What follows belongs to an exercise in optimizing a design on an open flow for small area, a short achievable clock period and few clock cycles; a production flow would make more cautious choices. At most, simulation tests tie the RTL to the original design; equivalence was not proved. No activity file was given, so power comes from the tool's default toggle rates.

==> flow/design.v <==
module read_bmap_row #(
    parameter int DATA_WIDTH  = 32,
    parameter int ADDR_WIDTH  = 32,
    parameter int PIXEL_WIDTH = 16,
    parameter int PIPE_LEN    = 7     
) (
    input  logic                   aclk,
    input  logic                   areset,
    input  logic                   req,
    input  logic [ADDR_WIDTH-1:0]  fb_base_in,
    input  logic [31:0]            wmod_in,
    input  logic [31:0]            xcur_in,
    input  logic [31:0]            ycur_in,
    input  logic [31:0]            hdx_in,
    input  logic [31:0]            hdy_in,
    input  logic [31:0]            cnt_in,
    output logic                   mem_req,
    output logic                   mem_we,
    output logic [ADDR_WIDTH-1:0]  mem_addr,
    output logic [DATA_WIDTH-1:0]  mem_wdata,
    input  logic [DATA_WIDTH-1:0]  mem_rdata,
    input  logic                   mem_resp,
    output logic [PIXEL_WIDTH-1:0] pixel,
    output logic                   pix_valid,
    input  logic                   pix_ready,
    output logic                   pix_last,
    output logic                   busy,
    output logic                   done
);
    localparam int AW = $clog2(PIPE_LEN);
    localparam int RN = PIPE_LEN - 1;        
    localparam int RW = $clog2(RN);
    logic        r_init;    
    logic        r_mac;     
    logic        r_slow;    
    logic        r_run;     
    logic        r_zero;    
    logic        r_drain;   
    logic        r_busy;
    logic        r_done;
    logic        r_mem_req;
    logic [31:0] r_x;       
    logic [31:0] r_y;       
    logic [31:0] r_hdx;
    logic [31:0] r_hdy;
    logic [31:0] r_w;       
    logic [31:0] r_p;       
    logic [31:0] r_r;       
    logic [31:0] r_cnt;     
    logic        r_last;    
    logic [16:0] r_m;       
    logic        r_mp;      
    logic        r_dp, r_dm;          
    logic        r_fast;              
    logic        r_fc, r_fco;         
    logic        r_sw1, r_sw2, r_sr1, r_sr2, r_inv;
    logic [PIXEL_WIDTH-1:0] r_od;     
    logic                   r_ov;     
    logic                   r_ol;     
    logic [PIXEL_WIDTH-1:0] r_dat [RN];
    logic [RW:0]            r_rp;     
    logic [RW:0]            r_hp;     
    logic [(1<<AW)-1:0]     r_up;
    logic [AW:0]            r_wp;     
    logic [AW:0]            r_rc;     
    logic [AW:0]            r_occ;    
    logic                   r_full;   
    function automatic logic [32:0] pfx_add32(input logic [31:0] a, input logic [31:0] b,
                                              input logic cin);
        logic [31:0] p, g, gg, pp, ng, np;
        p  = a ^ b;
        g  = a & b;
        gg = {g[31:1], g[0] | (p[0] & cin)};
        pp = p;
        for (int d = 1; d < 32; d = d * 2) begin
            ng = gg;
            np = pp;
            for (int i = d; i < 32; i++) begin
                ng[i] = gg[i] | (pp[i] & gg[i-d]);
                np[i] = pp[i] & pp[i-d];
            end
            gg = ng;
            pp = np;
        end
        pfx_add32 = {gg[31], p ^ {gg[30:0], cin}};
    endfunction
    logic [32:0] w_ysum;
    logic        w_c, w_co;
    logic        w_hz, w_hm, w_hp1;
    logic        w_dz, w_dp, w_dm;
    assign w_ysum = pfx_add32(r_y, r_hdy, 1'b0);
    assign w_co   = w_ysum[32];
    assign w_c    = w_ysum[16] ^ r_y[16] ^ r_hdy[16];
    assign w_hz   = (r_hdy[31:16] == 16'h0000);
    assign w_hm   = (r_hdy[31:16] == 16'hFFFF);
    assign w_hp1  = (r_hdy[31:16] == 16'h0001);
    assign w_dz   = (w_hz && !w_c) || (w_hm && w_c);
    assign w_dp   = (w_hz && w_c && !w_co) || (w_hp1 && !w_c && !w_co);
    assign w_dm   = w_hm && !w_c && w_co;
    logic w_issue, w_pop, w_mlast, w_mul_any, w_plast;
    assign w_issue   = r_run && (!r_full || w_pop);
    assign w_pop     = r_ov && pix_ready;
    assign w_plast   = r_ol;
    assign w_mul_any = r_init || r_mac || r_slow;
    assign w_mlast   = (r_m[16:1] == 16'h0000) || (r_m[16:1] == 16'hFFFF);
    logic [31:0] w_mul;
    logic [31:0] w_op;
    logic [31:0] w_pnext;
    assign w_mul   = r_mac ? r_r : r_w;
    assign w_op    = ({32{r_sw1}} & r_w) | ({32{r_sw2}} & {r_w[30:0], 1'b0})
                   | ({32{r_sr1}} & r_r) | ({32{r_sr2}} & {r_r[30:0], 1'b0});
    logic [32:0] w_psum;
    assign w_psum  = pfx_add32(r_p, w_op ^ {32{r_inv}}, r_inv);
    assign w_pnext = w_psum[31:0];
    logic [2:0] w_dig;
    logic       w_dig_r, w_dig_on;
    logic       w_ndp, w_ndm;
    assign w_ndp = (r_init || w_issue) ? w_dp : r_dp;
    assign w_ndm = (r_init || w_issue) ? w_dm : r_dm;
    always_comb begin
        w_dig_on = 1'b1;
        w_dig_r  = 1'b0;
        w_dig    = 3'b000;
        if (!r_busy) begin
            w_dig = {ycur_in[17:16], 1'b0};
        end else if (w_mul_any && !w_mlast) begin
            w_dig   = r_m[3:1];
            w_dig_r = 1'b1;
        end else if (w_issue && !r_last && !r_fast) begin
            w_dig = {r_hdy[17:16], r_fc};
        end else begin
            w_dig_on = 1'b0;
        end
    end
    logic [31:0] w_byte;
    logic [32:0] w_bsum, w_xsum;
    assign w_bsum = pfx_add32(r_p, {15'd0, r_x[31:16], 1'b0}, 1'b0);
    assign w_byte = w_bsum[31:0];
    assign w_xsum = pfx_add32(r_x, r_hdx, 1'b0);
    function automatic logic [RW:0] rinc(input logic [RW:0] p);
        rinc = (p[RW-1:0] == RW'(RN - 1)) ? {~p[RW], {RW{1'b0}}} : p + 1'b1;
    endfunction
    logic [PIXEL_WIDTH-1:0] w_half;
    logic w_rempty, w_resp_o, w_resp_ring, w_ring_o, w_ov_n, w_drain_n, w_ol_n;
    logic [RW:0] w_rp_n, w_hp_n;
    logic [AW:0] w_wp_n, w_rc_n, w_occ_n;
    assign w_half      = r_up[r_rc[AW-1:0]] ? mem_rdata[31:16] : mem_rdata[15:0];
    assign w_rempty    = (r_rp == r_hp);
    assign w_resp_o    = mem_resp && w_rempty && (!r_ov || w_pop);
    assign w_resp_ring = mem_resp && !w_resp_o;
    assign w_ring_o    = w_pop && !w_rempty;
    assign w_ov_n      = (r_ov && !w_pop) || w_ring_o || w_resp_o;
    assign w_rp_n      = w_resp_ring ? rinc(r_rp) : r_rp;
    assign w_hp_n      = w_ring_o ? rinc(r_hp) : r_hp;
    assign w_wp_n      = r_wp + {{AW{1'b0}}, w_issue};
    assign w_rc_n      = r_rc + {{AW{1'b0}}, mem_resp};
    assign w_occ_n     = r_occ + {{AW{1'b0}}, w_issue} - {{AW{1'b0}}, w_pop};
    assign w_drain_n   = (w_pop && r_ol) ? 1'b0 : (r_drain || (w_issue && r_last));
    assign w_ol_n      = w_ov_n && w_drain_n && (w_occ_n == (AW+1)'(1));
    always_ff @(posedge aclk) begin
        if (areset) begin
            r_init    <= 1'b0;
            r_mac     <= 1'b0;
            r_slow    <= 1'b0;
            r_run     <= 1'b0;
            r_zero    <= 1'b0;
            r_drain   <= 1'b0;
            r_ov      <= 1'b0;
            r_ol      <= 1'b0;
            r_rc      <= '0;
            r_occ     <= '0;
            r_busy    <= 1'b0;
            r_done    <= 1'b0;
            r_mem_req <= 1'b0;
            r_wp      <= '0;
            r_rp      <= '0;
            r_hp      <= '0;
            r_full    <= 1'b0;
        end else begin
            r_mem_req <= w_issue;
            r_wp      <= w_wp_n;
            r_rc      <= w_rc_n;
            r_rp      <= w_rp_n;
            r_hp      <= w_hp_n;
            r_occ     <= w_occ_n;
            r_full    <= (w_occ_n == (AW+1)'(PIPE_LEN));
            r_ov      <= w_ov_n;
            r_ol      <= w_ol_n;
            r_drain   <= w_drain_n;
            r_done    <= (w_pop && w_plast) || r_zero;
            if ((w_pop && w_plast) || r_zero) r_busy <= 1'b0;
            else if (req) r_busy <= 1'b1;
            r_init <= !r_busy && req && (cnt_in != 32'd0);
            r_zero <= !r_busy && req && (cnt_in == 32'd0);
            if (w_mul_any) begin
                r_mac <= !w_mlast;
                r_run <= w_mlast;
            end
            r_slow <= w_issue && !r_last && !r_fast;
            if (w_issue && (r_last || !r_fast)) r_run <= 1'b0;
        end
    end
    always_ff @(posedge aclk) begin
        if (!r_busy) begin
            r_x    <= xcur_in;
            r_y    <= ycur_in;
            r_hdx  <= hdx_in;
            r_hdy  <= hdy_in;
            r_w    <= wmod_in;
            r_p    <= fb_base_in;
            r_cnt  <= cnt_in;
            r_last <= (cnt_in == 32'd1);
            r_m    <= {1'b0, ycur_in[31:16]};
            r_mp   <= 1'b0;
        end else begin
            if (w_mul_any) begin
                r_p  <= w_pnext;
                r_r  <= {w_mul[29:0], 2'b00};
                r_m  <= {{2{r_m[16]}}, r_m[16:2]};
                r_mp <= r_m[1];
            end
            if (r_init || w_issue) begin
                r_y    <= w_ysum[31:0];
                r_fc   <= w_c;
                r_fco  <= w_co;
                r_dp   <= w_dp;
                r_dm   <= w_dm;
                r_fast <= w_dz || w_dp || w_dm;
            end
            if (w_issue) begin
                r_x    <= w_xsum[31:0];
                r_cnt  <= r_cnt - 32'd1;
                r_last <= (r_cnt == 32'd2);
                r_r    <= {2'b00, w_byte[31:2]};
                if (r_fast) r_p <= w_pnext;
                r_m    <= {r_fco, r_hdy[31:16]};
                r_mp   <= r_fc;
            end
        end
    end
    always_ff @(posedge aclk) begin
        if (w_dig_on) begin
            r_sw1 <= !w_dig_r && (w_dig[1] ^ w_dig[0]);
            r_sr1 <=  w_dig_r && (w_dig[1] ^ w_dig[0]);
            r_sw2 <= !w_dig_r && ((w_dig[2] && !w_dig[1] && !w_dig[0]) || (!w_dig[2] && w_dig[1] && w_dig[0]));
            r_sr2 <=  w_dig_r && ((w_dig[2] && !w_dig[1] && !w_dig[0]) || (!w_dig[2] && w_dig[1] && w_dig[0]));
            r_inv <= w_dig[2] && !(w_dig[1] && w_dig[0]);
        end else begin
            r_sw1 <= w_ndp || w_ndm;
            r_sr1 <= 1'b0;
            r_sw2 <= 1'b0;
            r_sr2 <= 1'b0;
            r_inv <= w_ndm;
        end
    end
    always_ff @(posedge aclk) begin
        if (w_issue) begin
            r_up[r_wp[AW-1:0]]  <= w_byte[1];
        end
        if (w_resp_ring) r_dat[r_rp[RW-1:0]] <= w_half;
        if (w_ring_o)    r_od <= r_dat[r_hp[RW-1:0]];
        else if (w_resp_o) r_od <= w_half;
    end
    assign mem_req   = r_mem_req;
    assign mem_addr  = {2'b00, r_r[29:0]};
    assign mem_we    = 1'b0;
    assign mem_wdata = '0;
    assign pixel     = r_od;
    assign pix_valid = r_ov;
    assign pix_last  = w_plast;
    assign busy      = r_busy;
    assign done      = r_done;
endmodule
export LEC_CHECK = 0
export CAP_MARGIN = 20
export CORE_MARGIN = 2
export CORE_UTILIZATION = 65
export CTS_BUF_LIST = sky130_fd_sc_hd__clkbuf_8
export CTS_CLUSTER_DIAMETER = 60
export CTS_CLUSTER_SIZE = 16
export SETUP_SLACK_MARGIN = 4.7
export SLEW_MARGIN = 20
create_clock -name core_clock -period 8.0 [get_ports {aclk}]
standard.sh (not shown) runs the stock make flow with config.mk's settings and CLKGATE_MAP_FILE= SYNTH_SCRIPT=/design/flow/synth_recipe.tcl, a recipe that flattens the netlist after the stock synthesis.
==> flow/flow/run.sh <==
#!/bin/bash
# Standard layout, with the port buffers made of the smallest buffer cell.
export BUFFER_PORTS_ARGS="-buffer_cell sky130_fd_sc_hd__buf_1"
bash standard.sh > standard.log 2>&1
Rerun with:
--- a/flow/design.v
+++ b/flow/design.v
@@ -95,10 +95,12 @@
     assign w_hm   = (r_hdy[31:16] == 16'hFFFF);
     assign w_hp1  = (r_hdy[31:16] == 16'h0001);
     assign w_dz   = (w_hz && !w_c) || (w_hm && w_c);
     assign w_dp   = (w_hz && w_c && !w_co) || (w_hp1 && !w_c && !w_co);
     assign w_dm   = w_hm && !w_c && w_co;
+    logic [15:0] w_s;
+    assign w_s = r_hdy[31:16] + {15'd0, r_fc};
     logic w_issue, w_pop, w_mlast, w_mul_any, w_plast;
     assign w_issue   = r_run && (!r_full || w_pop);
     assign w_pop     = r_ov && pix_ready;
     assign w_plast   = r_ol;
     assign w_mul_any = r_init || r_mac || r_slow;
@@ -125,11 +127,11 @@
             w_dig = {ycur_in[17:16], 1'b0};
         end else if (w_mul_any && !w_mlast) begin
             w_dig   = r_m[3:1];
             w_dig_r = 1'b1;
         end else if (w_issue && !r_last && !r_fast) begin
-            w_dig = {r_hdy[17:16], r_fc};
+            w_dig = {w_s[1:0], 1'b0};
         end else begin
             w_dig_on = 1'b0;
         end
     end
     logic [31:0] w_byte;
@@ -154,11 +156,11 @@
     assign w_hp_n      = w_ring_o ? rinc(r_hp) : r_hp;
     assign w_wp_n      = r_wp + {{AW{1'b0}}, w_issue};
     assign w_rc_n      = r_rc + {{AW{1'b0}}, mem_resp};
     assign w_occ_n     = r_occ + {{AW{1'b0}}, w_issue} - {{AW{1'b0}}, w_pop};
     assign w_drain_n   = (w_pop && r_ol) ? 1'b0 : (r_drain || (w_issue && r_last));
-    assign w_ol_n      = w_ov_n && w_drain_n && (w_occ_n == (AW+1)'(1));
+    assign w_ol_n      = w_ov_n && w_drain_n && (w_rp_n == w_hp_n) && (w_rc_n == w_wp_n);
     always_ff @(posedge aclk) begin
         if (areset) begin
             r_init    <= 1'b0;
             r_mac     <= 1'b0;
             r_slow    <= 1'b0;
@@ -231,12 +233,12 @@
                 r_x    <= w_xsum[31:0];
                 r_cnt  <= r_cnt - 32'd1;
                 r_last <= (r_cnt == 32'd2);
                 r_r    <= {2'b00, w_byte[31:2]};
                 if (r_fast) r_p <= w_pnext;
-                r_m    <= {r_fco, r_hdy[31:16]};
-                r_mp   <= r_fc;
+                r_m    <= {r_fco, w_s};
+                r_mp   <= 1'b0;
             end
         end
     end
     always_ff @(posedge aclk) begin
         if (w_dig_on) begin
The changed run produced a clean layout.
Count of clock-buffer cells in the layout goes down by 3.
Final area hardly moves.
Core utilization goes down by 1.2 points.
Total power goes down by a few percent.
Global-route usage stays flat.
Via count goes up slightly.
Die area goes up slightly.
Hold slack is worse by 0.015 ns.
Testbench counts after the change, summed over its fixed seeds: cycles 30,202.
Function not checked in the first run of this note: the RTL went through the layout flow alone.

## afterwards: timing with drivers on the ports
Ports are ideal in the flow. The routed layouts listed here were re-timed in OpenROAD.
Step 1 assumes that a clkbuf_16 drives the clock port and a buf_2 every other input.
Step 2 also shifts input and output timing later by t, the mid clock arrival at the registers, as if the neighbouring blocks saw the same clock.
a / b / c = no drivers / after step 1 / after step 2; a / b = the first two.
| run | t, ns | slack for setup (ns) | worst setup path at the end |
|---|---|---|---|
| the first run | 0.682 | 4.351 / 4.351 / 4.080 | input to register |
| the second run | 0.679 | 4.517 / 4.517 / 4.218 | input to register |
After both steps every run listed still meets setup and hold. For the second run, which loses most, drivers alone change the setup slack by 0.000 ns; drivers and shift together by -0.299 ns.
